Source: an optimization exercise on an open RTL-to-GDS flow (aim: small area and a short achievable clock period). Production flows keep margins and buffers that such runs may drop.
At most, simulation tests tie the RTL to the original design; equivalence was not proved.
The RTL of runs 2 to 5 was laid out without a check of its function.
Power and IR drop assume default switching activity.

==> design/flow/design.v <==
package sa_pkg;
  localparam int DW   = 16;
  localparam int FRAC = 13;
  typedef enum logic [1:0] {
    IDLE = 2'd0,
    RUN  = 2'd1,
    DONE = 2'd2
  } state_t;
endpackage
module sa_col_fifo #(
  parameter int DW    = 16,
  parameter int DEPTH = 8
) (
  input  logic                     clk,
  input  logic                     rst,
  input  logic                     flush,
  input  logic                     push,
  input  logic                     pop,
  input  logic [DW-1:0]            din,
  output logic [DW-1:0]            head,
  output logic [$clog2(DEPTH):0]   count,
  output logic                     full,
  output logic                     empty
);
  localparam int AW = $clog2(DEPTH);
  localparam int CW = AW + 1;
  logic [DW-1:0] mem [DEPTH];
  logic [AW-1:0] wr_ptr, rd_ptr;
  logic          do_push, do_pop;
  assign full    = (count == CW'(DEPTH));
  assign empty   = (count == '0);
  assign do_pop  = pop & ~empty;
  assign do_push = push & (~full | do_pop);
  assign head    = mem[rd_ptr];
  always_ff @(posedge clk) begin
    if (do_push && !rst && !flush) mem[wr_ptr] <= din;
  end
  always_ff @(posedge clk) begin
    if (rst || flush) begin
      wr_ptr <= '0;
      rd_ptr <= '0;
      count  <= '0;
    end else begin
      if (do_push) wr_ptr <= wr_ptr + 1'b1;
      if (do_pop)  rd_ptr <= rd_ptr + 1'b1;
      count <= count + CW'(do_push) - CW'(do_pop);
    end
  end
endmodule
module sa_drain #(
  parameter int N     = 8,
  parameter int DW    = sa_pkg::DW,
  parameter int DEPTH = 8
) (
  input  logic            I_CLK,
  input  logic            I_RST,
  input  logic            I_START,
  input  logic [7:0]      I_ROWS,
  input  logic [N-1:0]    I_COL_VLD,
  input  logic [N*DW-1:0] I_COL_D,
  output logic            O_VLD,
  input  logic            I_RDY,
  output logic [N*DW-1:0] O_ROW,
  output logic            O_LAST,
  output logic            O_DONE,
  output logic            O_AFULL,
  output logic            O_OVF
);
  localparam int CW = $clog2(DEPTH) + 1;
  sa_pkg::state_t state, state_nx;
  logic [7:0] rows_m1, row_cnt;
  logic [N-1:0][DW-1:0] col_d, col_head;
  logic [N-1:0][CW-1:0] col_cnt;
  logic [N-1:0] col_push, col_full, col_empty, col_ovf, col_af;
  logic run, hs, fin, load, flush;
  assign col_d  = I_COL_D;
  assign run    = (state == sa_pkg::RUN);
  assign hs     = O_VLD & I_RDY;
  assign O_LAST = O_VLD & (row_cnt == rows_m1);
  assign fin    = hs & O_LAST;
  assign load   = run & ~|col_empty & (~O_VLD | I_RDY) & ~fin;
  assign flush  = (state == sa_pkg::DONE);
  assign O_DONE = (state == sa_pkg::DONE);
  for (genvar j = 0; j < N; j++) begin : g_col
    assign col_push[j] = run & I_COL_VLD[j];
    assign col_ovf[j]  = col_push[j] & col_full[j] & ~load;
    assign col_af[j]   = (col_cnt[j] >= CW'(DEPTH - 1));
    sa_col_fifo #(.DW(DW), .DEPTH(DEPTH)) u_fifo (
      .clk   (I_CLK),
      .rst   (I_RST),
      .flush (flush),
      .push  (col_push[j]),
      .pop   (load),
      .din   (col_d[j]),
      .head  (col_head[j]),
      .count (col_cnt[j]),
      .full  (col_full[j]),
      .empty (col_empty[j])
    );
  end
  always_comb begin
    state_nx = state;
    case (state)
      sa_pkg::IDLE:    if (I_START) state_nx = sa_pkg::RUN;
      sa_pkg::RUN:     if (fin) state_nx = sa_pkg::DONE;
      sa_pkg::DONE:    state_nx = sa_pkg::IDLE;
      default: state_nx = sa_pkg::IDLE;
    endcase
  end
  always_ff @(posedge I_CLK) begin
    if (I_RST) begin
      state   <= sa_pkg::IDLE;
      rows_m1 <= '0;
      row_cnt <= '0;
      O_VLD   <= 1'b0;
      O_ROW   <= '0;
      O_AFULL <= 1'b0;
      O_OVF   <= 1'b0;
    end else begin
      state <= state_nx;
      if (state == sa_pkg::IDLE && I_START) begin
        rows_m1 <= I_ROWS - 8'd1;
        row_cnt <= '0;
      end else if (hs) begin
        row_cnt <= row_cnt + 8'd1;
      end
      if (load) begin
        O_VLD <= 1'b1;
        O_ROW <= col_head;
      end else if (hs) begin
        O_VLD <= 1'b0;
      end
      O_AFULL <= |col_af;
      if (|col_ovf) O_OVF <= 1'b1;
    end
  end
endmodule
==> design/flow/run.sh <==
#!/bin/bash
# synth_recipe.tcl (not shown) runs the flow's synth.tcl, then flattens the netlist and writes it again
# the make line also repeats each setting of config.mk as NAME=value (left out here)
make -C /OpenROAD-flow-scripts/flow DESIGN_CONFIG=/design/flow/config.mk WORK_HOME=/design/flow/orfs CLKGATE_MAP_FILE= SYNTH_SCRIPT=/design/flow/synth_recipe.tcl finish
==> design/flow/config.mk <==
export PLATFORM = sky130hd
export DESIGN_NAME = sa_drain
export DESIGN_NICKNAME = sa_drain
export VERILOG_FILES = /design/flow/design.v
export SDC_FILE = /design/flow/constraint.sdc
export NUM_CORES = 4
export LEC_CHECK = 0
export CAP_MARGIN = 20
export CORE_MARGIN = 2
export CORE_UTILIZATION = 40
export PLACE_DENSITY = 0.6
export SLEW_MARGIN = 20
==> design/flow/constraint.sdc <==
create_clock -name core_clock -period 4.5 [get_ports {I_CLK}]
set_input_delay 0.9000 -clock core_clock [delete_from_list [all_inputs] [get_ports {I_CLK}]]
set_output_delay 0.9000 -clock core_clock [all_outputs]
set_load 0.01 [all_outputs]
==> impl_metrics.csv, run 1 <==
group,metric,value,unit
run_status,outcome,"complete, no violations",
yosys,synth_edf_count,1024,
timing,drv_slew,0,
critical_path,critPathTopFamily,"compound AO/OA/AOI/OAI gates",
floorplan,dieHeight,356,microns
pwr,p_sw_frac,0.207,
yosys,synthFlopType,"edfxtp_1",
critical_path,required,5.09,ns
critical_path,crit_slowest_cell,"o41ai_4",
timing,hold_viol,0,
critical_path,slowest_delay,0.83,ns
timing,hold_ws,0.456,ns
floorplan,die_w,356,microns
floorplan,io_pins,281,
finish,areaGrowthSynthToFinish,19.6,%
hold_path,min_path_type,"reg2reg",
drt,via_per_inst,5.22,
timing,rsz0062_at_grt,"false",
pwr,power.switching,5.18,mW
critical_path,crit_type,"reg2reg",
clock_tree,clkLatencyLatePin,0.73,ns
critical_path,start_kind,"register",
global_routing,grt-ovfl-total,0,
global_routing,grt_first_pass_wirelength,164,mm
finish,drive_above_1_share,0.246,
drt,wl_per_cell,22.6,microns
pwr,power_density,423,nW/um^2
placement,io_buffers,280,
critical_path,crit_path_cell_trace,"xnor2_1 > nand2_1 > o41ai_4 > a21o_2 > buf_4 > inv_1 > ha_1 > inv_1 > ha_1 > fa_1 > xnor2_1 > nor2_1",
yosys,async_reset_ff_frac,0,
placement,routabilityCongestion,0.770,
floorplan,start_util,0.402,
critical_path,worstPathArrival,4.28,ns
timing,fmax,271,MHz
placement,place_area,54600,sq um
floorplan,core,123000,sq um
timing,period_share,0.819,
pwr,power.leakage,18.3,nW
yosys,syn_inst,2678,
clock_tree,clock-root-buffer,"clkbuf_16",
yosys,yosysSeqAreaShare,0.714,
yosys,ys_seq_elements,1253,
finish,final_area,59200,sq um
drt,drtIter0Drc,1562,
global_routing,antenna_found_initial,15,
clock_tree,h-tree-depth,4,
drt,ant_nets,0,
critical_path,worst_setup_path_end_kind,"register",
timing,tightest_slew,1.02,ns
finish,fin_util,0.481,
clock_tree,ctsResizeCount,0,
timing,tns,0,ns
yosys,netlist_area,49500,sq um
clock_tree,clockBufferDepth,3,
yosys,post-synth-top-area-fraction,0.622,
timing,fin_skew,0.0285,ns
pwr,max-vdd-ir-drop,0.453,mV
finish,nNetsFinal,3275,
drt,drt-total-wl,108,mm
pwr,p_int,19.8,mW
clock_tree,path_clk_slew,0.06,ns
drt,vias,25100,
pwr,pwr-share-comb,0.037,
clock_tree,cts_made_buffers,136,
yosys,synth.avg_cell_area,18.5,sq um
yosys,synth.largest_area_cell,"edfxtp_1",
clock_tree,cts_tree,"yes",
floorplan,die-area,127000,sq um
yosys,ys_warn_count,2,
yosys,synth_cell_type_count,53,
global_routing,grt_start_max_net_pins,103,
timing,slew_headroom,0.322,
clock_tree,cts_setup_buffers,0,
yosys,ys_top_cells_by_area,"edfxtp_1 62%, mux4_2 12%, dfxtp_1 9.3%, a211oi_2 3.2%, mux2i_1 2.8%",
pwr,seq_power_share,0.509,
timing,setup_viol,0,
clock_tree,clkSinkCount,1253,
timing,period_minus_slack,3.69,ns
clock_tree,ctsHoldBuffers,0,
global_routing,track_usage,0.173,
pwr,p_total,25.0,mW
global_routing,grt_pass1_vias,26400,
placement,dp_hpwl,65.5,mm
critical_path,crit_fanout,10,
yosys,synth.net_count,2905,
drt,drc_errors,0,
run,maxCapViolCount,0,
critical_path,crit_buf_inv,3,
floorplan,rows,129,
drt,dr.pass1.iters,5,
pwr,clkPwrFrac,0.453,
## cells by family (layout without fill, tap and decap cells)
family          Yosys count  in the layout  share of synthesized area
compound gates          233            233                     0.0491
xor+xnor                 53             53                    0.00938
fa+ha+maj                79             79                     0.0212
buf+inv                 209            692                     0.0199
flops                  1253           1253                      0.714
mux                     392            392                      0.144
other cells               0              4                          0
simple gates            459            459                     0.0421
## registers in the layout (all words and copies together), names as in the netlist
register,flops
g_col.u_fifo.mem,1024
O_ROW,128
g_col.u_fifo.count,32
g_col.u_fifo.rd_ptr,24
g_col.u_fifo.wr_ptr,24
row_cnt,8
rows_m1,8
state,2
O_AFULL,1
O_OVF,1
O_VLD,1
## routing by layer
layer	global-route usage	vias to the layer above	wire length (microns)
met1	0.220	12900	45800
met4	0.0552	22	2690
met2	0.290	566	53900
met5	0	-	129
li1	-	11400	-
met3	0.0416	179	5890
## synth_stat cells, types with 25 or more instances
| cell | n |
|---|---|
| nor2_1 | 254 |
| clkbuf_1 | 85 |
| inv_1 | 59 |
| buf_2 | 37 |
| nand3_1 | 25 |
| nor4_1 | 25 |
| ha_1 | 71 |
| dfxtp_1 | 229 |
| nand2_1 | 64 |
| xnor2_1 | 42 |
| a211oi_2 | 128 |
| mux2i_1 | 136 |
| edfxtp_1 | 1024 |
| a21oi_1 | 33 |
| mux4_2 | 256 |
## worst register-to-register path, cell delays in order, from the launching register on
cell	delay (ns)
dfxtp_1	0.40
xnor2_1	0.14
nand2_1	0.12
o41ai_4	0.83
a21o_2	0.51
buf_4	0.29
inv_1	0.08
ha_1	0.28
inv_1	0.05
ha_1	0.21
fa_1	0.41
xnor2_1	0.17
nor2_1	0.05
## cells in the final DEF (no fill, tap or decap), drive strengths merged, types with 12 or more instances in the layout
cell type	synthesis	final
a31o	16	16
buf	64	101
bufinv	0	16
dfxtp	229	229
a21oi	33	33
xnor2	42	42
nand2	64	64
nand3b	13	13
nand3	25	25
ha	71	71
nor2	254	254
a211oi	130	130
and2	14	14
clkinv	0	49
clkdlybuf4s50	0	279
o21ai	12	12
nor3	15	15
edfxtp	1024	1024
clkbuf	85	168
mux2i	136	136
nor4	25	25
mux4	256	256
inv	60	72
## final cells by class
| type | count | area (sq um) |
|---|---|---|
| fill | 10100 | 64000 |
| clock buffer | 167 | 3700 |
| antenna | 4 | 10.0 |
| sequential | 1253 | 35400 |
| tap | 1637 | 2050 |
| timing repair buffer | 381 | 3590 |
| inverter | 60 | 241 |
| clock inverter | 84 | 918 |
| multi-input combinational | 1216 | 13300 |
## path summary, 6_finish.rpt
path | endpoint | slack (ns) | depth (start not counted) | start
setup / recovery | g_col[3].u_fifo.count[2] | 0.81 | 12 | row_cnt[4]
hold / removal | g_col[4].u_fifo.rd_ptr[1] | 0.46 | 2 | g_col[4].u_fifo.rd_ptr[1]
setup reg to reg | g_col[3].u_fifo.count[2] | 0.81 | 12 | row_cnt[4]
hold reg to reg | g_col[4].u_fifo.rd_ptr[1] | 0.46 | 2 | g_col[4].u_fifo.rd_ptr[1]
## stage by stage
step                setup WS, ns  std cells
finish                     0.812       4802
global route               0.644       4802
CTS                        0.855       4798
detailed placement         0.674       4547
global placement           0.804       4547
floorplan                  0.543       2678
## power by group through the flow
stage | sequential [mW] | clock [mW] | combinational (mW)
global placement | 13.0 | 0 | 0.900
finish | 12.7 | 11.3 | 0.937
CTS | 12.7 | 11.7 | 0.950
detailed placement | 13.0 | 0 | 0.943
global route | 12.7 | 12.1 | 1.03
floorplan | 13.0 | 0 | 0.475
==> inputs of run 2 (changes only) <==
==> design/flow/design.v (replaced) <==
package sa_pkg;
  localparam int DW   = 16;
  localparam int FRAC = 13;
  typedef enum logic [1:0] {
    IDLE = 2'd0,
    RUN  = 2'd1,
    DONE = 2'd2
  } state_t;
endpackage
module sa_col_fifo #(
  parameter int DW    = 16,
  parameter int DEPTH = 8
) (
  input  logic                     clk,
  input  logic                     rst,
  input  logic                     flush,
  input  logic                     vld,
  input  logic                     full_ok,    
  input  logic                     pop,
  input  logic [DW-1:0]            din,
  output logic [DW-1:0]            head,
  output logic                     nempty,
  output logic                     full,
  output logic                     afull
);
  localparam int AW = $clog2(DEPTH);
  localparam int CW = AW + 1;
  logic [DW-1:0] mem [DEPTH];
  logic [AW-1:0] wr_ptr, rd_ptr;
  logic [CW-1:0] count;
  logic          do_push;
  assign full    = count[AW];
  assign nempty  = |count;
  assign afull   = count[AW] | (&count[AW-1:0]);
  assign do_push = vld & full_ok;
  always_ff @(posedge clk) begin
    if (do_push) mem[wr_ptr] <= din;
  end
  always_comb begin
    head = '0;
    for (int k = 0; k < DEPTH; k++)
      head = head | (mem[k] & {DW{rd_ptr == AW'(k)}});
  end
  always_ff @(posedge clk) begin
    if (rst || flush) begin
      wr_ptr <= '0;
      rd_ptr <= '0;
      count  <= '0;
    end else begin
      if (do_push) wr_ptr <= wr_ptr + 1'b1;
      if (pop)     rd_ptr <= rd_ptr + 1'b1;
      count <= count + CW'(do_push) - CW'(pop);
    end
  end
endmodule
module sa_drain #(
  parameter int N     = 8,
  parameter int DW    = sa_pkg::DW,
  parameter int DEPTH = 8
) (
  input  logic            I_CLK,
  input  logic            I_RST,
  input  logic            I_START,
  input  logic [7:0]      I_ROWS,
  input  logic [N-1:0]    I_COL_VLD,
  input  logic [N*DW-1:0] I_COL_D,
  output logic            O_VLD,
  input  logic            I_RDY,
  output logic [N*DW-1:0] O_ROW,
  output logic            O_LAST,
  output logic            O_DONE,
  output logic            O_AFULL,
  output logic            O_OVF
);
  logic run;                  
  logic [7:0] rem;            
  logic [N-1:0][DW-1:0] col_head;
  logic [N-1:0] col_ne, col_full, col_af, col_ok, col_ovf;
  logic hs, fin, load, vld_nx;
  assign hs   = O_VLD & I_RDY;
  assign fin  = I_RDY & O_LAST;           
  assign load = run & (&col_ne) & (~O_VLD | (I_RDY & ~O_LAST));
  assign vld_nx = load | (O_VLD & ~I_RDY);
  for (genvar j = 0; j < N; j++) begin : g_col
    assign col_ok[j]  = ~col_full[j] | load;
    assign col_ovf[j] = run & I_COL_VLD[j] & col_full[j] & ~load;
    sa_col_fifo #(.DW(DW), .DEPTH(DEPTH)) u_fifo (
      .clk     (I_CLK),
      .rst     (I_RST),
      .flush   (O_DONE),
      .vld     (run & I_COL_VLD[j]),
      .full_ok (col_ok[j]),
      .pop     (load),
      .din     (I_COL_D[j*DW +: DW]),
      .head    (col_head[j]),
      .nempty  (col_ne[j]),
      .full    (col_full[j]),
      .afull   (col_af[j])
    );
  end
  always_ff @(posedge I_CLK) begin
    if (~O_VLD | I_RDY) O_ROW <= col_head;
  end
  always_ff @(posedge I_CLK) begin
    if (hs) rem <= rem - 8'd1;
    else if (~run & ~O_DONE & I_START) rem <= I_ROWS - 8'd1;
  end
  always_ff @(posedge I_CLK) begin
    if (I_RST) begin
      run     <= 1'b0;
      O_DONE  <= 1'b0;
      O_VLD   <= 1'b0;
      O_LAST  <= 1'b0;
      O_AFULL <= 1'b0;
      O_OVF   <= 1'b0;
    end else begin
      run     <= run ? ~fin : (~O_DONE & I_START);
      O_DONE  <= run & fin;
      O_VLD   <= vld_nx;
      O_LAST  <= vld_nx & (hs ? (rem == 8'd1) : (rem == 8'd0));
      O_AFULL <= |col_af;
      if (|col_ovf) O_OVF <= 1'b1;
    end
  end
endmodule
==> run 2 against run 1 <==
  * Critical path depth unchanged
  * Total power down 1.5%
  * First-iteration DRC count up 70%
  * Non-clock buffer count down 9
  * Critical path type unchanged
  * Register-to-register slack better by 0.32 ns
  * Via count up 2.5%
  * Global-route usage up 0.49 points
  * Hold slack better by 0.028 ns
  * Still clean
==> impl_metrics.csv, run 2 <==
group,metric,value,unit
finish,layout_commonest_cell,"edfxtp_1",
drt,wl_per_cell,23.4,microns
pwr,max-vdd-ir-drop,0.366,mV
yosys,synth-xor-area-share,0.00499,
timing,period_minus_slack,3.37,ns
drt,via_per_inst,5.53,
hold_path,hp-start,"O_LAST",
global_routing,grt-ovfl-total,0,
yosys,synthSimpleGateAreaFrac,0.0314,
yosys,synth.most_common_cell,"edfxtp_1",
floorplan,io_pins,281,
clock_tree,cts_setup_buffers,0,
critical_path,crit_slowest_cell,"buf_4",
finish,final_cell_mix,"1,160 x edfxtp_1, 280 x clkdlybuf4s50_1, 192 x a222oi_1",
yosys,synth.net_count,2906,
finish,fillers,9636,
critical_path,required,5.10,ns
yosys,ys_top_cells_by_area,"edfxtp_1 73%, a222oi_1 4.1%, mux2_2 3.8%, dfxtp_1 3.6%, ha_1 2.6%",
drt,drt-total-wl,109,mm
critical_path,slowest_delay,0.49,ns
yosys,netlist_area,47400,sq um
clock_tree,h-tree-depth,4,
run,maxCapViolCount,0,
clock_tree,clockBufferDepth,3,
yosys,synth_top_family_by_area,"compound AO/OA/AOI/OAI gates",
critical_path,r2r_slack,1.13,ns
timing,period_share,0.749,
yosys,post-synth-top-area-fraction,0.735,
critical_path,worst_setup_path_end_kind,"register",
clock_tree,ctsHoldBuffers,0,
hold_path,whs_endpoint,"O_DONE",
yosys,ys_warn_count,2,
timing,fin_skew,0.0282,ns
timing,drv_slew,0,
finish,fin_cells,4650,
yosys,netlist_top_cells_count,"1,160 x edfxtp_1, 192 x a222oi_1, 160 x mux2_2",
yosys,synth.area.mux_share,0.0574,
yosys,async_reset_ff_frac,0,
timing,tns,0,ns
critical_path,crit_path_cell_trace,"buf_4 > inv_2 > a31oi_1 > and3_2 > buf_4 > a21oi_2 > inv_1 > ha_1 > inv_1 > fa_1 > xor2_1 > nor2_1",
drt,drc_errors,0,
floorplan,core,118000,sq um
yosys,synth_cell_type_count,47,
finish,ff_latch_area,36600,sq um
hold_path,min_path_type,"reg2reg",
placement,placedCellCount,4410,
global_routing,grt_first_pass_wirelength,163,mm
floorplan,start_util,0.402,
clock_tree,ctsResizeCount,0,
yosys,yosysSeqAreaShare,0.771,
critical_path,reg2reg_from,"run",
finish,nNetsFinal,3265,
yosys,synth_compound_gate_area_share,0.0843,
global_routing,track_usage,0.177,
global_routing,grt_pass1_vias,27100,
clock_tree,cts_tree,"yes",
yosys,synthFlopType,"edfxtp_1",
hold_path,min_path_cells,2,
clock_tree,clkLatencyLatePin,0.74,ns
yosys,synth_edf_count,1160,
critical_path,crit_fanout,30,
timing,slew_headroom,0.325,
floorplan,die-area,121000,sq um
global_routing,antenna_found_initial,11,
finish,areaGrowthSynthToFinish,19.9,%
timing,fmax,297,MHz
critical_path,worstPathArrival,3.97,ns
timing,rsz0062_at_grt,"false",
drt,ant_nets,0,
critical_path,start_kind,"register",
drt,vias,25700,
pwr,p_total,24.6,mW
finish,multi_input_area,10200,sq um
drt,dr.pass1.iters,10,
critical_path,worst_r2r_path_depth,12,
timing,tightest_slew,1.01,ns
yosys,synth.avg_cell_area,17.9,sq um
floorplan,die_w,348,microns
yosys,syn_inst,2651,
placement,routabilityCongestion,0.771,
floorplan,rows,126,
timing,setup_viol,0,
clock_tree,path_clk_slew,0.06,ns
finish,drive_above_1_share,0.169,
yosys,synthAdderAreaFrac,0.0295,
critical_path,crit_type,"reg2reg",
floorplan,dieHeight,348,microns
finish,top_register,"g_col.u_fifo.mem",
yosys,ys_seq_elements,1246,
pwr,power_density,433,nW/um^2
pwr,power.leakage,19.1,nW
yosys,synth.largest_area_cell,"edfxtp_1",
critical_path,r2r_end,"g_col[4].u_fifo.count[2]",
finish,largestRegisters,"g_col.u_fifo.mem: 1024 flops, O_ROW: 128 flops, g_col.u_fifo.count: 32 flops",
clock_tree,clock-root-buffer,"clkbuf_16",
global_routing,grt_start_max_net_pins,72,
clock_tree,cts_made_buffers,134,
drt,drtIter0Drc,2658,
finish,largest_register_ffs,1024,
run_status,outcome,"complete, no violations",
placement,dp_hpwl,65.2,mm
placement,io_buffers,280,
timing,hold_viol,0,
clock_tree,clkSinkCount,1246,
## run 2: power by group
part / internal, mW / switching, mW
Sequential: 12.9 / 0.125
Clock: 6.05 / 4.44
Combinational: 0.498 / 0.613
## run 2: critical path, delay by kind of cell, from the launching register on
kind,cells,cell delay [ns]
and+or+nand+nor,2,0.32
xor gates and xnor gates,1,0.18
DFF,1,0.31
buffers and inverters,5,1.19
adders and majority gates,2,0.62
AOI/OAI and AO/OA,2,0.61
## run 2: worst max-delay path by stage
stage           from                   endpoint  slack (ns)  depth (start not counted)
4_1_cts          run   g_col[4].u_fifo.count[2]        1.12                         12
5_1_grt          run   g_col[1].u_fifo.count[2]        0.93                         12
3_5_place_dp   I_RDY   g_col[7].u_fifo.count[2]        0.65                         14
6_report         run   g_col[4].u_fifo.count[2]        1.13                         12
2_1_floorplan  I_RDY  g_col[0].u_fifo.mem[4][0]        0.54                          6
3_3_place_gp   I_RDY   g_col[7].u_fifo.count[2]        0.75                         14
## run 2: area by class of cell
type	instances	share of cell area
inverter	104	0.00687
clock inverter	77	0.0125
clock buffer	161	0.0615
sequential	1246	0.643
multi-input combinational	1152	0.180
timing repair buffer	372	0.0619
tap	1536	0.0338
antenna	2	0.0000880
## run 2: logic make-up after synthesis
logic type                 after synthesis
muxes                                  252
AOI/OAI and AO/OA                      459
buffers and inverters                  253
adders and majority gates              107
xor gates and xnor gates                27
DFF                                   1246
and+or+nand+nor                        307
## run 2: routing by layer
layer  GRT usage  up-vias  routed length, microns
met3      0.0396      175                    6910
met1       0.221    13200                   44300
met2       0.307      728                   55100
met5           0        -                      99
met4      0.0545       16                    2290
li1            -    11600                       -
## run 2: metrics by stage
stage / setup WS, ns / hold WS (ns) / util / instance area, sq um
after global placement: 0.750 / 0.462 / 0.447 / 52600
after CTS: 1.12 / 0.485 / 0.483 / 56800
after floorplan: 0.541 / 0.470 / - / 47400
after detailed placement: 0.649 / 0.472 / 0.447 / 52600
final: 1.13 / 0.484 / 0.483 / 56800
after global routing: 0.927 / 0.515 / 0.483 / 56800
==> inputs of run 3 (changes only) <==
--- a/design/flow/design.v
+++ b/design/flow/design.v
@@ -15,41 +15,42 @@
   input  logic                     rst,
   input  logic                     flush,
+  input  logic                     run,
   input  logic                     vld,
-  input  logic                     full_ok,    
   input  logic                     pop,
+  input  logic [$clog2(DEPTH)-1:0] rd_ptr,
+  input  logic [DEPTH-1:0]         rd_sel,
   input  logic [DW-1:0]            din,
   output logic [DW-1:0]            head,
   output logic                     nempty,
   output logic                     full,
-  output logic                     afull
+  output logic                     afull,
+  output logic                     ovf
 );
   localparam int AW = $clog2(DEPTH);
   localparam int CW = AW + 1;
   logic [DW-1:0] mem [DEPTH];
-  logic [AW-1:0] wr_ptr, rd_ptr;
   logic [CW-1:0] count;
-  logic          do_push;
-  assign full    = count[AW];
-  assign nempty  = |count;
-  assign afull   = count[AW] | (&count[AW-1:0]);
-  assign do_push = vld & full_ok;
+  logic [AW-1:0] wr_ptr;
+  logic          we, inc;
+  assign full   = count[AW];
+  assign nempty = |count;
+  assign afull  = count[AW] | (&count[AW-1:0]);
+  assign wr_ptr = rd_ptr + count[AW-1:0];
+  assign we     = vld & (~full | pop);
+  assign inc    = run & we;
+  assign ovf    = run & vld & full & ~pop;
   always_ff @(posedge clk) begin
-    if (do_push) mem[wr_ptr] <= din;
+    for (int k = 0; k < DEPTH; k++)
+      if (we && wr_ptr == AW'(k)) mem[k] <= din;
   end
   always_comb begin
     head = '0;
     for (int k = 0; k < DEPTH; k++)
-      head = head | (mem[k] & {DW{rd_ptr == AW'(k)}});
+      head = head | (mem[k] & {DW{rd_sel[k]}});
   end
   always_ff @(posedge clk) begin
-    if (rst || flush) begin
-      wr_ptr <= '0;
-      rd_ptr <= '0;
-      count  <= '0;
-    end else begin
-      if (do_push) wr_ptr <= wr_ptr + 1'b1;
-      if (pop)     rd_ptr <= rd_ptr + 1'b1;
-      count <= count + CW'(do_push) - CW'(pop);
-    end
+    if (rst || flush)      count <= '0;
+    else if (inc && !pop)  count <= count + 1'b1;
+    else if (pop && !inc)  count <= count - 1'b1;
   end
 endmodule
@@ -73,8 +74,11 @@
   output logic            O_OVF
 );
+  localparam int AW = $clog2(DEPTH);
   logic run;                  
   logic [7:0] rem;            
+  logic [AW-1:0] rd_ptr;      
+  logic [DEPTH-1:0] rd_sel;
   logic [N-1:0][DW-1:0] col_head;
-  logic [N-1:0] col_ne, col_full, col_af, col_ok, col_ovf;
+  logic [N-1:0] col_ne, col_full, col_af, col_ovf;
   logic hs, fin, load, vld_nx;
   assign hs   = O_VLD & I_RDY;
@@ -82,19 +86,23 @@
   assign load = run & (&col_ne) & (~O_VLD | (I_RDY & ~O_LAST));
   assign vld_nx = load | (O_VLD & ~I_RDY);
+  for (genvar k = 0; k < DEPTH; k++) begin : g_sel
+    assign rd_sel[k] = (rd_ptr == AW'(k));
+  end
   for (genvar j = 0; j < N; j++) begin : g_col
-    assign col_ok[j]  = ~col_full[j] | load;
-    assign col_ovf[j] = run & I_COL_VLD[j] & col_full[j] & ~load;
     sa_col_fifo #(.DW(DW), .DEPTH(DEPTH)) u_fifo (
-      .clk     (I_CLK),
-      .rst     (I_RST),
-      .flush   (O_DONE),
-      .vld     (run & I_COL_VLD[j]),
-      .full_ok (col_ok[j]),
-      .pop     (load),
-      .din     (I_COL_D[j*DW +: DW]),
-      .head    (col_head[j]),
-      .nempty  (col_ne[j]),
-      .full    (col_full[j]),
-      .afull   (col_af[j])
+      .clk    (I_CLK),
+      .rst    (I_RST),
+      .flush  (O_DONE),
+      .run    (run),
+      .vld    (I_COL_VLD[j]),
+      .pop    (load),
+      .rd_ptr (rd_ptr),
+      .rd_sel (rd_sel),
+      .din    (I_COL_D[j*DW +: DW]),
+      .head   (col_head[j]),
+      .nempty (col_ne[j]),
+      .full   (col_full[j]),
+      .afull  (col_af[j]),
+      .ovf    (col_ovf[j])
     );
   end
@@ -105,4 +113,8 @@
     if (hs) rem <= rem - 8'd1;
     else if (~run & ~O_DONE & I_START) rem <= I_ROWS - 8'd1;
+  end
+  always_ff @(posedge I_CLK) begin
+    if (I_RST) rd_ptr <= '0;
+    else if (load) rd_ptr <= rd_ptr + 1'b1;
   end
   always_ff @(posedge I_CLK) begin
--- a/design/flow/config.mk
+++ b/design/flow/config.mk
@@ -6,7 +6,9 @@
 export NUM_CORES = 4
 export LEC_CHECK = 0
+export ABC_CLOCK_PERIOD_IN_PS = 2000
 export CAP_MARGIN = 20
 export CORE_MARGIN = 2
 export CORE_UTILIZATION = 40
 export PLACE_DENSITY = 0.6
+export SETUP_SLACK_MARGIN = 2.2
 export SLEW_MARGIN = 20
==> run 3 against run 2 <==
  * Fmax grew 18%
  * Clock skew shrank 0.0017 ns
  * Critical path type unchanged
  * Combinational power grew 77%
  * Clock-buffer cell count shrank 16
  * Register-to-register slack gained 0.52 ns
  * Total power grew 0.55%
==> impl_metrics.csv, run 3 <==
group,metric,value,unit
run_status,outcome,"complete, no violations",
drt,drtIter0Drc,2821,
yosys,netlist_top_cells_count,"1,160 x edfxtp_1, 256 x a222oi_1, 157 x mux2i_1",
yosys,synthFlopType,"edfxtp_1",
critical_path,crit_fanout,7,
yosys,netlist_area,44600,sq um
clock_tree,clockBufferDepth,3,
yosys,syn_inst,2317,
critical_path,worst_setup_path_end_kind,"register",
yosys,ys_warn_count,3,
yosys,synth.largest_area_cell,"edfxtp_1",
finish,final_cell_mix,"1,160 x edfxtp_1, 256 x a222oi_1, 169 x buf_6",
finish,fillers,8477,
yosys,yosysSeqAreaShare,0.799,
finish,top_register,"g_col.u_fifo.mem",
drt,vias,25900,
finish,fin_util,0.538,
yosys,ys_top_cells_by_area,"edfxtp_1 78%, a222oi_1 5.7%, mux2i_1 3.5%, a221o_1 2.9%, dfxtp_1 1.8%",
timing,hold_ws,0.482,ns
floorplan,dieHeight,338,microns
clock_tree,clock-root-buffer,"clkbuf_16",
drt,wl_per_cell,27.7,microns
critical_path,worstPathArrival,3.48,ns
yosys,synth.most_common_cell,"edfxtp_1",
finish,largestRegisters,"g_col.u_fifo.mem: 1024 flops, O_ROW: 128 flops, g_col.u_fifo.count: 32 flops",
clock_tree,ctsHoldBuffers,0,
drt,drc_errors,0,
timing,slew_headroom,0.446,
critical_path,required,5.13,ns
floorplan,core,111000,sq um
yosys,synth.net_count,2522,
yosys,synth_edf_count,1160,
placement,routabilityCongestion,0.769,
clock_tree,clkLatencyLatePin,0.71,ns
finish,drive_above_1_share,0.271,
floorplan,die-area,114000,sq um
global_routing,track_usage,0.211,
global_routing,grt_start_max_net_pins,79,
pwr,power_density,416,nW/um^2
pwr,p_total,24.8,mW
global_routing,grt_pass1_vias,26300,
finish,nNetsFinal,3162,
finish,areaGrowthSynthToFinish,33.5,%
drt,via_per_inst,5.69,
global_routing,grt_first_pass_wirelength,174,mm
yosys,post-synth-top-area-fraction,0.780,
timing,hold_viol,0,
finish,layout_commonest_cell,"edfxtp_1",
clock_tree,cts_tree,"yes",
placement,io_buffers,280,
run,maxCapViolCount,0,
timing,period_minus_slack,2.85,ns
yosys,async_reset_ff_frac,0,
pwr,power.leakage,20.7,nW
timing,fin_skew,0.0265,ns
clock_tree,path_clk_slew,0.07,ns
floorplan,io_pins,281,
finish,fin_cells,4554,
timing,rsz0062_at_grt,"true",
finish,largest_register_ffs,1024,
timing,tightest_slew,0.831,ns
timing,tns,0,ns
yosys,ys_seq_elements,1201,
pwr,max-vdd-ir-drop,0.364,mV
critical_path,crit_type,"reg2reg",
critical_path,start_kind,"register",
drt,drt-total-wl,126,mm
timing,setup_viol,0,
floorplan,die_w,338,microns
clock_tree,clkSinkCount,1201,
placement,dp_hpwl,60.8,mm
floorplan,start_util,0.403,
timing,drv_slew,0,
hold_path,min_path_type,"reg2reg",
placement,placedCellCount,4036,
drt,ant_nets,0,
drt,dr.pass1.iters,9,
clock_tree,h-tree-depth,3,
yosys,synth_cell_type_count,42,
global_routing,antenna_found_initial,15,
timing,fmax,351,MHz
yosys,synth.avg_cell_area,19.3,sq um
floorplan,rows,122,
timing,period_share,0.633,
clock_tree,cts_made_buffers,121,
global_routing,grt-ovfl-total,0,
run 3: cell count changes in the layout (fill, tap and decap cells not counted), sizes merged, moves of 32 or more:
| cell | delta |
|---|---|
| a221o | +64 |
| a221oi | -32 |
| a222oi | +64 |
| a22oi | -48 |
| buf | +292 |
| clkdlybuf4s15 | +105 |
| clkdlybuf4s50 | -134 |
| dfxtp | -45 |
| ha | -58 |
| inv | -83 |
| mux2 | -158 |
| mux2i | +65 |
| nand2 | -62 |
| o21ai | -34 |
run 3: logic make-up (layout without fill, tap and decap cells):
| kind of cell | Yosys count | count (layout) | synth area share |
|---|---|---|---|
| compound gates | 433 | 433 | 0.0952 |
| xor+xnor | 51 | 51 | 0.0100 |
| fa+ha+maj | 57 | 57 | 0.0187 |
| buf+inv | 172 | 914 | 0.0154 |
| flops | 1201 | 1201 | 0.799 |
| mux | 159 | 159 | 0.0357 |
| other cells | 0 | 7 | 0 |
| simple gates | 244 | 244 | 0.0262 |
run 3: what timing repair did:
| action | CTS | global route |
|---|---|---|
| cloned | 58 | 22 |
| resized for setup | 789 | 165 |
| buffers inserted | 156 | 50 |
| pin swaps | 136 | 71 |
| setup endpoints to repair | 1349 | 1205 |
| hold endpoints to repair | 0 | 0 |
run 3: per-layer routing:
layer	part of all wire	up-vias	routed length, microns	track usage
li1	-	11300	-	-
met1	0.39	13400	49600	0.268
met5	0.00057	-	72	0
met4	0.023	12	2870	0.0680
met2	0.51	1027	64700	0.368
met3	0.073	191	9180	0.0368
run 3: layout make-up:
type / count / area (sq um) / share of cell area
clock buffers: 145 / 3140 / 0.0527
well taps: 1488 / 1860 / 0.0312
multi-input cells: 944 / 10100 / 0.170
inverters: 26 / 134 / 0.00225
diodes: 7 / 17.5 / 0.000294
flip-flops and latches: 1201 / 35800 / 0.601
repair buffers: 663 / 7710 / 0.129
clock inverters: 80 / 790 / 0.0133
run 3: stage by stage:
| stage | area [sq um] | setup WS [ns] |
|---|---|---|
| 2_1_floorplan | 45100 | 1.54 |
| 6_report | 59600 | 1.65 |
| 3_5_place_dp | 50100 | 0.569 |
| 3_3_place_gp | 50100 | 0.719 |
| 4_1_cts | 58200 | 1.78 |
| 5_1_grt | 59600 | 1.50 |
run 3: power breakdown:
part           internal [mW]  switching, mW
Sequential              12.7          0.144
Combinational          0.942           1.03
Clock                   5.81           4.12
Total                   19.5           5.29
run 3: worst paths after layout:
kind	to	startpoint	slack (ns)	cells past startpoint
setup / recovery	g_col[7].u_fifo.count[3]	g_col[0].u_fifo.count[2]	1.65	12
hold / removal	O_OVF	O_OVF	0.48	2
setup reg to reg	g_col[7].u_fifo.count[3]	g_col[0].u_fifo.count[2]	1.65	12
hold reg to reg	O_OVF	O_OVF	0.48	2
run 3: critical path: stages, from the launching register on:
cell	delay (ns)
dfxtp_4	0.36
nor4_4	0.06
nor4_2	0.36
buf_6	0.18
and3_4	0.21
clkinvlp_4	0.21
ha_2	0.27
inv_2	0.09
ha_4	0.20
a21o_1	0.17
a21oi_2	0.18
mux2i_2	0.27
mux2i_1	0.22
==> inputs of run 4 (changes only) <==
--- a/design/flow/config.mk
+++ b/design/flow/config.mk
@@ -6,9 +6,7 @@
 export NUM_CORES = 4
 export LEC_CHECK = 0
-export ABC_CLOCK_PERIOD_IN_PS = 2000
 export CAP_MARGIN = 20
 export CORE_MARGIN = 2
 export CORE_UTILIZATION = 40
 export PLACE_DENSITY = 0.6
-export SETUP_SLACK_MARGIN = 2.2
 export SLEW_MARGIN = 20
==> run 4 against run 3 <==
  * Synthesized area did not move
  * Combinational power fell by 24%
  * Sequential power barely moved
  * Total power fell by 4.2%
  * Cell area fell by 9.9%
  * Critical endpoint is now g_col[6].u_fifo.count[3]
==> impl_metrics.csv, run 4 <==
group,metric,value,unit
finish,areaGrowthSynthToFinish,20.3,%
critical_path,reg2reg_from,"g_col[6].u_fifo.count[1]",
global_routing,grt_first_pass_wirelength,152,mm
finish,drive_above_1_share,0.126,
timing,setup_viol,0,
clock_tree,clkSinkCount,1201,
global_routing,antenna_found_initial,13,
yosys,netlist_area,44600,sq um
run,maxCapViolCount,0,
yosys,synth.most_common_cell,"edfxtp_1",
pwr,power.leakage,18.3,nW
clock_tree,clock-root-buffer,"clkbuf_16",
yosys,async_reset_ff_frac,0,
timing,hold_viol,0,
yosys,netlist_top_cells_count,"1,160 x edfxtp_1, 256 x a222oi_1, 157 x mux2i_1",
floorplan,die_w,338,microns
pwr,pwr-share-comb,0.063,
critical_path,crit_path_cell_trace,"nor4_1 > nor4_2 > and3_2 > inv_1 > ha_1 > inv_1 > ha_1 > a21o_1 > a21oi_1 > mux2i_1 > mux2i_1",
finish,layout_commonest_cell,"edfxtp_1",
run_status,outcome,"complete, no violations",
critical_path,start_kind,"register",
pwr,p_sw_frac,0.209,
critical_path,crit_type,"reg2reg",
global_routing,grt_pass1_vias,24500,
drt,wl_per_cell,24.3,microns
critical_path,worst_setup_path_end_kind,"register",
yosys,yosysSeqAreaShare,0.799,
timing,fin_skew,0.0281,ns
floorplan,io_pins,281,
critical_path,required,5.11,ns
yosys,synth.net_count,2522,
drt,ant_nets,0,
pwr,power.switching,4.96,mW
yosys,ys_warn_count,3,
timing,period_share,0.798,
floorplan,rows,122,
clock_tree,h-tree-depth,3,
finish,final_cell_mix,"1,160 x edfxtp_1, 280 x clkdlybuf4s50_1, 256 x a222oi_1",
finish,largest_register_ffs,1024,
critical_path,crit_fanout,10,
finish,nNetsFinal,2873,
drt,via_per_inst,5.60,
yosys,synth_edf_count,1160,
yosys,synth.avg_cell_area,19.3,sq um
clock_tree,cts_made_buffers,117,
critical_path,crit_start,"g_col[6].u_fifo.count[1]",
pwr,max-vdd-ir-drop,0.368,mV
yosys,ys_seq_elements,1201,
drt,vias,23800,
drt,drtIter0Drc,2715,
hold_path,hp-start,"g_col[5].u_fifo.count[3]",
clock_tree,path_clk_slew,0.06,ns
critical_path,crit_slowest_cell,"nor4_2",
floorplan,die-area,114000,sq um
clock_tree,clockBufferDepth,3,
finish,top_register,"g_col.u_fifo.mem",
global_routing,grt-ovfl-total,0,
global_routing,track_usage,0.178,
timing,rsz0062_at_grt,"false",
drt,drt-total-wl,104,mm
drt,dr.pass1.iters,9,
hold_path,min_path_type,"reg2reg",
yosys,syn_inst,2317,
pwr,power_density,442,nW/um^2
timing,tns,0,ns
clock_tree,cts_setup_buffers,0,
placement,routabilityCongestion,0.776,
timing,tightest_slew,1.04,ns
clock_tree,ctsResizeCount,0,
timing,fmax,279,MHz
timing,slew_headroom,0.304,
pwr,clkPwrFrac,0.394,
floorplan,dieHeight,338,microns
finish,fin_util,0.485,
placement,dp_hpwl,59.7,mm
floorplan,core,111000,sq um
clock_tree,clkLatencyLatePin,0.70,ns
pwr,seq_power_share,0.543,
drt,drc_errors,0,
yosys,post-synth-top-area-fraction,0.780,
finish,largestRegisters,"g_col.u_fifo.mem: 1024 flops, O_ROW: 128 flops, g_col.u_fifo.count: 32 flops",
placement,io_buffers,280,
global_routing,grt_start_max_net_pins,107,
yosys,synth_cell_type_count,42,
critical_path,slowest_delay,0.76,ns
pwr,p_total,23.7,mW
clock_tree,ctsHoldBuffers,0,
critical_path,worstPathArrival,4.20,ns
timing,period_minus_slack,3.59,ns
yosys,synthFlopType,"edfxtp_1",
timing,drv_slew,0,
floorplan,start_util,0.403,
yosys,synth.largest_area_cell,"edfxtp_1",
pwr,p_int,18.8,mW
clock_tree,cts_tree,"yes",
yosys,ys_top_cells_by_area,"edfxtp_1 78%, a222oi_1 5.7%, mux2i_1 3.5%, a221o_1 2.9%, dfxtp_1 1.8%",
==> run 4: kinds of logic after synthesis <==
group | share of synthesized area
buffers and inverters | 0.0154
XOR/XNOR | 0.0100
AND/OR/NAND/NOR | 0.0262
adder cells (fa/ha/maj) | 0.0187
flip-flops | 0.799
AO/OA/AOI/OAI | 0.0952
multiplexers | 0.0357
==> run 4: per-stage QoR <==
step / cell area [sq um] / cells / setup WS (ns) / hold WS [ns]
after floorplan: 44600 / 2317 / 0.844 / 0.475
final: 53700 / 4256 / 0.911 / 0.518
after global routing: 53700 / 4256 / 0.619 / 0.550
after CTS: 53700 / 4255 / 0.923 / 0.520
after global placement: 50000 / 4037 / 0.627 / 0.505
after detailed placement: 50000 / 4037 / 0.514 / 0.512
==> run 4: layer usage <==
layer  track usage  vias to the layer above  part of all wire
met2         0.316                      751              0.51
met3        0.0327                      154             0.062
li1              -                    10600                 -
met1         0.224                    12300              0.40
met5             0                        -           0.00087
met4        0.0496                       14             0.020
==> run 4: final timing paths <==
kind	to	slack, ns	depth (start not counted)
min	g_col[5].u_fifo.count[3]	0.52	2
min reg2reg	g_col[5].u_fifo.count[3]	0.52	2
max	g_col[6].u_fifo.count[3]	0.91	11
max reg2reg	g_col[6].u_fifo.count[3]	0.91	11
==> run 4: worst max-delay path, delay by kind of cell (launching register included) <==
kind	cells	cell delay [ns]
flops	1	0.49
buf+inv	2	0.37
compound gates	2	0.36
fa+ha+maj	2	0.57
mux	2	0.45
simple gates	3	1.28
==> run 4: power by group through the flow <==
stage | Combinational (mW) | Sequential, mW | Clock [mW]
after global placement | 1.47 | 13.1 | 0
after detailed placement | 1.50 | 13.1 | 0
after CTS | 1.51 | 12.9 | 9.59
final | 1.49 | 12.9 | 9.35
after floorplan | 0.639 | 13.1 | 0
after global routing | 1.62 | 12.9 | 10.0
==> run 4: final cells by class <==
| cell class | count | area [sq um] |
|---|---|---|
| Clock buffer | 145 | 3100 |
| Sequential cell | 1201 | 35700 |
| Inverter | 26 | 105 |
| Antenna cell | 1 | 2.50 |
| Fill cell | 8971 | 57000 |
| Tap cell | 1488 | 1860 |
| Clock inverter | 73 | 604 |
| Multi-Input combinational cell | 944 | 8710 |
| Timing Repair Buffer | 378 | 3660 |
==> inputs of run 5 (changes only) <==
--- a/design/flow/design.v
+++ b/design/flow/design.v
@@ -19,7 +19,6 @@
   input  logic                     pop,
   input  logic [$clog2(DEPTH)-1:0] rd_ptr,
-  input  logic [DEPTH-1:0]         rd_sel,
   input  logic [DW-1:0]            din,
-  output logic [DW-1:0]            head,
+  output logic [DEPTH-1:0][DW-1:0] mem_q,
   output logic                     nempty,
   output logic                     full,
@@ -44,8 +43,6 @@
       if (we && wr_ptr == AW'(k)) mem[k] <= din;
   end
-  always_comb begin
-    head = '0;
-    for (int k = 0; k < DEPTH; k++)
-      head = head | (mem[k] & {DW{rd_sel[k]}});
+  for (genvar k = 0; k < DEPTH; k++) begin : g_q
+    assign mem_q[k] = mem[k];
   end
   always_ff @(posedge clk) begin
@@ -79,5 +76,5 @@
   logic [AW-1:0] rd_ptr;      
   logic [DEPTH-1:0] rd_sel;
-  logic [N-1:0][DW-1:0] col_head;
+  logic [N-1:0][DEPTH-1:0][DW-1:0] col_mem;
   logic [N-1:0] col_ne, col_full, col_af, col_ovf;
   logic hs, fin, load, vld_nx;
@@ -86,7 +83,4 @@
   assign load = run & (&col_ne) & (~O_VLD | (I_RDY & ~O_LAST));
   assign vld_nx = load | (O_VLD & ~I_RDY);
-  for (genvar k = 0; k < DEPTH; k++) begin : g_sel
-    assign rd_sel[k] = (rd_ptr == AW'(k));
-  end
   for (genvar j = 0; j < N; j++) begin : g_col
     sa_col_fifo #(.DW(DW), .DEPTH(DEPTH)) u_fifo (
@@ -98,7 +92,6 @@
       .pop    (load),
       .rd_ptr (rd_ptr),
-      .rd_sel (rd_sel),
       .din    (I_COL_D[j*DW +: DW]),
-      .head   (col_head[j]),
+      .mem_q  (col_mem[j]),
       .nempty (col_ne[j]),
       .full   (col_full[j]),
@@ -107,7 +100,17 @@
     );
   end
-  always_ff @(posedge I_CLK) begin
-    if (~O_VLD | I_RDY) O_ROW <= col_head;
+  logic row_en;
+  logic [DEPTH-1:0] row_sel;
+  logic [N*DW-1:0] row_nx;
+  assign row_en  = ~O_VLD | I_RDY;
+  assign row_sel = rd_sel & {DEPTH{row_en}};
+  for (genvar j = 0; j < N; j++) begin : g_row
+    assign row_nx[j*DW +: DW] = (O_ROW[j*DW +: DW] & {DW{~row_en}})
+                              | (col_mem[j][0] & {DW{row_sel[0]}}) | (col_mem[j][1] & {DW{row_sel[1]}})
+                              | (col_mem[j][2] & {DW{row_sel[2]}}) | (col_mem[j][3] & {DW{row_sel[3]}})
+                              | (col_mem[j][4] & {DW{row_sel[4]}}) | (col_mem[j][5] & {DW{row_sel[5]}})
+                              | (col_mem[j][6] & {DW{row_sel[6]}}) | (col_mem[j][7] & {DW{row_sel[7]}});
   end
+  always_ff @(posedge I_CLK) O_ROW <= row_nx;
   always_ff @(posedge I_CLK) begin
     if (hs) rem <= rem - 8'd1;
@@ -115,6 +118,11 @@
   end
   always_ff @(posedge I_CLK) begin
-    if (I_RST) rd_ptr <= '0;
-    else if (load) rd_ptr <= rd_ptr + 1'b1;
+    if (I_RST) begin
+      rd_ptr <= '0;
+      rd_sel <= DEPTH'(1);
+    end else if (load) begin
+      rd_ptr <= rd_ptr + 1'b1;
+      rd_sel <= {rd_sel[DEPTH-2:0], rd_sel[DEPTH-1]};
+    end
   end
   always_ff @(posedge I_CLK) begin
--- a/design/flow/config.mk
+++ b/design/flow/config.mk
@@ -9,4 +9,5 @@
 export CORE_MARGIN = 2
 export CORE_UTILIZATION = 40
+export CTS_BUF_LIST = sky130_fd_sc_hd__clkbuf_8
 export PLACE_DENSITY = 0.6
 export SLEW_MARGIN = 20
==> run 5 against run 4 <==
  * Total power decreased by 0.40%
  * Critical endpoint is now g_col[4].u_fifo.count[3]
  * Worst setup slack lost 0.19 ns
  * Synthesized area fell by 0.97%
  * Clock-buffer cell count rose by 67
  * Non-clock buffer count rose by 7
  * Register-to-register slack lost 0.19 ns
  * Sequential power barely moved
  * Largest power group unchanged
==> impl_metrics.csv, run 5 <==
group,metric,value,unit
run_status,outcome,"complete, no violations",
finish,ff_latch_area,34600,sq um
pwr,clkPwrFrac,0.378,
placement,io_buffers,280,
pwr,power_density,443,nW/um^2
pwr,p_sw_frac,0.230,
drt,via_per_inst,5.57,
finish,areaGrowthSynthToFinish,20.6,%
floorplan,rows,121,
critical_path,crit_fanout,20,
floorplan,die_w,336,microns
critical_path,crit_type,"reg2reg",
yosys,netlist_top_cells_count,"1,032 x edfxtp_1, 256 x a221oi_1, 256 x a22o_1",
yosys,synth.avg_cell_area,17.0,sq um
timing,fin_skew,0.0517,ns
placement,place_area,49500,sq um
yosys,synth.most_common_cell,"edfxtp_1",
clock_tree,clock-root-buffer,"clkbuf_8",
floorplan,io_pins,281,
finish,largest_register_ffs,1024,
clock_tree,clkLatencyLatePin,0.87,ns
yosys,ys_top_cells_by_area,"edfxtp_1 70%, dfxtp_1 8.0%, a221oi_1 5.1%, a22o_1 5.1%, a31oi_1 1.8%",
clock_tree,clkSinkCount,1209,
yosys,synth.net_count,2806,
pwr,pwr-share-comb,0.072,
pwr,max-vdd-ir-drop,0.230,mV
placement,dp_slack,0.390,ns
timing,hold_viol,0,
finish,final_cell_mix,"1,032 x edfxtp_1, 280 x clkdlybuf4s50_1, 256 x a22o_1, 256 x a221oi_1, 212 x clkbuf_8",
clock_tree,cts_setup_buffers,0,
timing,period_minus_slack,3.77,ns
critical_path,slowest_delay,0.70,ns
floorplan,start_util,0.405,
yosys,async_reset_ff_frac,0,
finish,final_area,53300,sq um
timing,period_share,0.839,
floorplan,die-area,113000,sq um
yosys,ys_warn_count,3,
finish,nNetsFinal,3222,
global_routing,use_met1,0.254,
finish,fillers,9005,
global_routing,grt.busiest_layer,"met2",
yosys,yosysSeqAreaShare,0.781,
yosys,synth.largest_area_cell,"edfxtp_1",
drt,dr.pass1.iters,6,
timing,tightest_slew,1.03,ns
placement,dp_hpwl,64.2,mm
finish,multi_input_area,9300,sq um
finish,layout_commonest_cell,"edfxtp_1",
drt,drc_errors,0,
yosys,synth_cell_type_count,48,
clock_tree,ctsResizeCount,0,
yosys,netlist_area,44200,sq um
drt,drtIter0Drc,2120,
clock_tree,cts_tree,"yes",
clock_tree,cts_made_buffers,190,
placement,routabilityCongestion,0.798,
clock_tree,path_clk_slew,0.06,ns
clock_tree,clockBufferDepth,3,
global_routing,grt-ovfl-total,0,
finish,drive_above_1_share,0.135,
hold_path,min_path_type,"reg2reg",
yosys,synthFlopType,"edfxtp_1",
clock_tree,h-tree-depth,4,
critical_path,required,5.28,ns
critical_path,critPathTopFamily,"simple AND/OR/NAND/NOR gates",
pwr,p_int,18.2,mW
pwr,p_total,23.6,mW
timing,rsz0062_at_grt,"false",
floorplan,dieHeight,336,microns
critical_path,worstPathArrival,4.55,ns
pwr,power.leakage,18.0,nW
critical_path,crit_slowest_cell,"dfxtp_1",
floorplan,core,109000,sq um
drt,drt-total-wl,115,mm
timing,slew_headroom,0.311,
timing,fmax,265,MHz
critical_path,worst_setup_path_end_kind,"register",
pwr,power.switching,5.43,mW
pwr,seq_power_share,0.550,
critical_path,crit_path_cell_trace,"inv_1 > nor2_1 > and4_1 > inv_2 > a21oi_1 > ha_1 > inv_1 > ha_1 > a21o_1 > a21oi_1 > mux2i_1 > mux2i_1",
run,maxCapViolCount,0,
finish,top_register,"g_col.u_fifo.mem",
global_routing,grt_pass1_vias,26700,
yosys,ys_seq_elements,1209,
timing,setup_ws,0.725,ns
global_routing,grtUsageMet3,0.0482,
yosys,synth_edf_count,1032,
global_routing,antenna_found_initial,17,
finish,largestRegisters,"g_col.u_fifo.mem: 1024 flops, O_ROW: 128 flops, g_col.u_fifo.count: 32 flops",
timing,setup_viol,0,
yosys,post-synth-top-area-fraction,0.701,
yosys,syn_inst,2606,
drt,wl_per_cell,24.6,microns
drt,ant_nets,0,
critical_path,start_kind,"register",
drt,vias,26000,
finish,fin_util,0.488,
critical_path,crit_buf_inv,3,
global_routing,track_usage,0.200,
global_routing,met2_usage,0.339,
timing,drv_slew,0,
clock_tree,ctsHoldBuffers,0,
global_routing,grt_start_max_net_pins,65,
timing,hold_ws,0.474,ns
global_routing,grt_first_pass_wirelength,168,mm
==> run 5: cell count changes after synthesis, sizes merged, moves of 133 or more <==
cell / change
a221oi: +256
a222oi: -256
a22o: +256
dfxtp: +136
nor2: +133
==> run 5: cell families after synthesis <==
family / share of synthesized area
AO/OA/AOI/OAI: 0.128
multiplexers: 0.00954
flip-flops: 0.781
buffers and inverters: 0.0159
AND/OR/NAND/NOR: 0.0377
adder cells (fa/ha/maj): 0.0174
XOR/XNOR: 0.00991
==> run 5: final cells by class <==
cell class                 instances  share of cell area
clock buffer                     212              0.0548
sequential                      1209               0.649
inverter                          25             0.00176
antenna                            5            0.000235
clock inverter                   144              0.0154
tap                             1476              0.0347
timing repair buffer             385              0.0702
multi-input combinational       1211               0.174
==> run 5: power groups by stage <==
stage / registers, mW / clock network (mW) / logic [mW]
finish: 13.0 / 8.93 / 1.69
detailed placement: 13.2 / 0 / 1.71
floorplan: 13.2 / 0 / 0.719
global route: 13.0 / 9.64 / 1.83
global placement: 13.2 / 0 / 1.66
CTS: 13.0 / 9.18 / 1.71
==> run 5: routing by layer <==
layer  wire length (microns)  vias to the layer above
met5                     154                        -
met1                   46800                    13300
met4                    2390                       24
li1                        -                    11600
met2                   57000                      878
met3                    8220                      206
==> run 5: worst paths after layout <==
check                             endpoint  slack [ns]  cells past startpoint  start
hold / removal                       O_OVF        0.47                      1  O_OVF
hold reg to reg                      O_OVF        0.47                      1  O_OVF
setup / recovery  g_col[4].u_fifo.count[3]        0.73                     12    run
setup reg to reg  g_col[4].u_fifo.count[3]        0.73                     12    run
==> run 5: through the flow <==
stage          cells  TNS (ns)
6_report        4667         0
5_1_grt         4667         0
4_1_cts         4661         0
3_5_place_dp    4305         0
3_3_place_gp    4305         0
2_1_floorplan   2606    -17.55

separate check: timing with driven ports:
In the flow no input, the clock included, has a driving cell. The finished layouts below were timed again as built, in two steps.
Step 1 (the two cells are an assumption about what drives the block):
set clk [get_ports {I_CLK}]
set_driving_cell -lib_cell sky130_fd_sc_hd__clkbuf_16 $clk
set_driving_cell -lib_cell sky130_fd_sc_hd__buf_2 [delete_from_list [all_inputs] $clk]
Step 2 times the ports against the registers' clock, not the clock port: input delays grow and output delays shrink by t, the midpoint of the rising clock arrivals with the driver on.
Three values: ideal ports, drivers, drivers and shift; two values: the first two.
run | shift t [ns] | setup WS [ns] | hold WS [ns] | latest minus earliest clock arrival (ns) | cell pins on the clock port's net
run 1 | 0.791 | 0.812 / 0.812 / 0.622 | 0.456 / 0.456 / 0.456 | 0.034 / 0.034 | 1
run 2 | 0.796 | 1.128 / 1.128 / 0.590 | 0.484 / 0.484 / 0.484 | 0.030 / 0.029 | 1
run 3 | 0.769 | 1.650 / 1.650 / 0.979 | 0.482 / 0.482 / 0.482 | 0.027 / 0.026 | 1
run 4 | 0.758 | 0.911 / 0.911 / 0.392 | 0.518 / 0.518 / 0.518 | 0.028 / 0.029 | 1
run 5 | 0.906 | 0.725 / 0.725 / 0.275 | 0.474 / 0.474 / 0.474 | 0.056 / 0.056 | 1
After both steps every run listed still meets setup and hold. The setup slack of run 3, which loses most, moves by 0.000 ns with the drivers and by -0.671 ns with both steps.
